From an optimization exercise on the open Yosys and OpenROAD flow, aimed at small area, a short achievable clock period and few clock cycles per item; shortcuts taken in it are not production practice.
Function was checked by simulation only, so behaviour that the tests miss may differ from the original.
No activity file was given, so power comes from the tool's default toggle rates.

// event_timed_task_dispatch_table_core
module event_timed_task_dispatch_table_core (
    input  wire logic        clk,
    input  wire logic        rst_n,
    input  wire logic        req_valid,
    output logic             req_ready,
    input  wire logic [1:0]  req_action,
    input  wire logic [7:0]  req_task_id,
    input  wire logic [7:0]  req_trigger_mask,
    input  wire logic        req_use_delay,
    input  wire logic [31:0] req_delay_ticks,
    input  wire logic [7:0]  req_handler_tag,
    input  wire logic [31:0] req_now_ticks,
    input  wire logic [7:0]  req_event_mask,
    output logic             rsp_valid,
    input  wire logic        rsp_ready,
    output logic [2:0]       rsp_status,
    output logic [3:0]       rsp_slot_index,
    output logic [7:0]       rsp_matched_id,
    output logic [7:0]       rsp_matched_handler,
    output logic             rsp_last_result,
    input  wire logic        cfg_we,
    input  wire logic [30:0] cfg_wdata
);
    localparam int N = 16;
    localparam logic [1:0] ACT_ADD    = 2'd0;
    localparam logic [1:0] ACT_REMOVE = 2'd1;
    localparam logic [1:0] ACT_SCAN   = 2'd2;
    localparam logic [1:0] ACT_NONE   = 2'd3;
    localparam logic [2:0] ST_OK        = 3'd0;
    localparam logic [2:0] ST_FULL      = 3'd1;
    localparam logic [2:0] ST_NOT_FOUND = 3'd2;
    localparam logic [2:0] ST_NO_MATCH  = 3'd3;
    localparam logic [2:0] ST_BAD_ID    = 3'd4;
    function automatic logic [N-1:0] lowest(input logic [N-1:0] v);
        logic [N-1:0] below;
        logic [N-1:0] pre;
        pre = v;
        for (int k = 0; k < 4; k++)
            for (int i = N - 1; i >= 0; i--)
                if ((i >> k) & 1)
                    pre[i] = pre[i] | pre[((i >> k) << k) - 1];
        below = {pre[N-2:0], 1'b0};
        lowest = v & ~below;
    endfunction
    function automatic logic [3:0] enc(input logic [N-1:0] oh);
        logic [3:0] e;
        e = '0;
        for (int i = 0; i < N; i++)
            if (oh[i]) e = e | 4'(i);
        enc = e;
  ...
clock: 8.5 ns
lec_check: 0
abc_clock_period_in_ps: 2500
cap_margin: 20
core_margin: 2
core_utilization: 55
cts_cluster_diameter: 141
cts_cluster_size: 20
setup_slack_margin: 5.0
slew_margin: 20
run.sh (not shown) runs the stock make flow with config.mk's settings and CLKGATE_MAP_FILE= SYNTH_SCRIPT=/design/flow/synth_recipe.tcl, a recipe that flattens the netlist after the stock synthesis.
The starting point completed with no timing, DRC or antenna violations.
Testbench counts at the start, summed over its fixed seeds: cycles 7,989, items 3,200.
Then changed:
- ABC_CLOCK_PERIOD_IN_PS: 2500 -> 3500
- CORE_UTILIZATION: 55 -> 40
- SETUP_SLACK_MARGIN: 5.0 -> 4.6
The changed run ran to the end with no violations.
Clock skew went up by 0.0088 ns.
Wire length shrinks by 3.5%.
Die area is higher by 37%.
Non-clock buffer count drops by 66.
Clock power went up by about 2%.
Register-to-register slack loses 0.19 ns.
Sequential share of layout area came out higher by 0.90 points.
Utilization shrinks by 18 points.

event_timed_task_dispatch_table_core again, from the RTL that the note above started with.
clock: 8.5 ns
lec_check: 0
abc_clock_period_in_ps: 3500
cap_margin: 20
core_margin: 2
core_utilization: 40
setup_slack_margin: 4.6
slew_margin: 20
Testbench counts at the start, summed over its fixed seeds: cycles 7,989, items 3,200.
Edit:
- CTS_CLUSTER_DIAMETER: default -> 141
- CTS_CLUSTER_SIZE: default -> 20
- SETUP_SLACK_MARGIN: 4.6 -> 5.0
Result:
- The changed run finished clean
- utilization fell by 0.29 points
- worst hold slack stays flat
- cell area drops by 0.62%
- die area is unchanged
- count of clock-buffer cells in the layout fell by 66
- clock power falls by 38%
- first-iteration DRC count goes up by 5.8%

run A:
event_timed_task_dispatch_table_core again, from the RTL that the note above started with.
Settings: LEC_CHECK=0, ABC_CLOCK_PERIOD_IN_PS=3500, CAP_MARGIN=20, CORE_MARGIN=2, CORE_UTILIZATION=55, CTS_CLUSTER_DIAMETER=141, CTS_CLUSTER_SIZE=20, SETUP_SLACK_MARGIN=4.6, SLEW_MARGIN=20; clock period 8.5 ns.
Run A completed end to end with timing, DRC and antenna clean.
Testbench counts of run A, summed over its fixed seeds: cycles 7,989, items 3,200.
## Diff of input files: run B against run A
- ABC_CLOCK_PERIOD_IN_PS: 3500 -> 2500
- TNS_END_PERCENT: unset -> 15
- SETUP_SLACK_MARGIN: 4.6 -> 5.0
Results
Global-route usage: run B vs run A up 1.1 points
Going from run A to run B, tightest slew margin relative to the limit went down, cell area after placement did not really move.
Comparing run A and run B, the higher signed area change from the synthesized netlist to the final layout was measured on run B.
Run B — standby leakage power about 1.6% higher, run A as reference
The setup slack of run B is larger than that of run A.
Between run A and run B, sequential fraction of total cell area decreased.
Minimum period implied by the final worst setup slack was higher in run A than in run B.
Of the two values seen for slowest cell on the critical path, o41a_1 was produced by run A and edfxtp_1 by run B.
Going from run A to run B, via count grew slightly.
Per the comparison of run B with run A, non-clock buffer count has increased; via count normalized by instance count has increased.

separate check: timing with driven ports:
In the flow no input, the clock included, has a driving cell. The finished layouts below were timed again as built, in two steps. Step 1, drivers: a clkbuf_16 drives clk and a buf_2 each remaining input, both assumed. Step 2 times the ports against the registers' clock, not the clock port: input delays grow and output delays shrink by t, the midpoint of the rising clock arrivals with the driver on. Slacks: ideal / step 1 / step 2; pairs: ideal / step 1.
run | t, ns | setup slack, ns | worst setup path at the end | latest minus earliest clock arrival (ns) | slew at the worst register clock pin (ns)
the first run of note 1 | 0.732 | 4.840 / 4.840 / 4.214 | input to register | 0.033 / 0.032 | 0.09 / 0.09
the second run of note 1 | 0.756 | 4.627 / 4.618 / 3.925 | input to register | 0.034 / 0.035 | 0.10 / 0.10
the first run of note 2 | 0.827 | 4.661 / 4.661 / 3.902 | input to register | 0.038 / 0.038 | 0.07 / 0.07
the second run of note 2 | 0.734 | 4.863 / 4.863 / 4.166 | input to register | 0.036 / 0.037 | 0.09 / 0.09
run A | 0.737 | 4.634 / 4.602 / 4.038 | input to register | 0.040 / 0.040 | 0.09 / 0.09
run B | 0.733 | 4.722 / 4.722 / 4.129 | input to register | 0.031 / 0.030 | 0.10 / 0.10
After both steps every run listed still meets setup and hold. The setup slack of the first run of note 2, which loses most, moves by 0.000 ns with the drivers and by -0.759 ns with both steps.
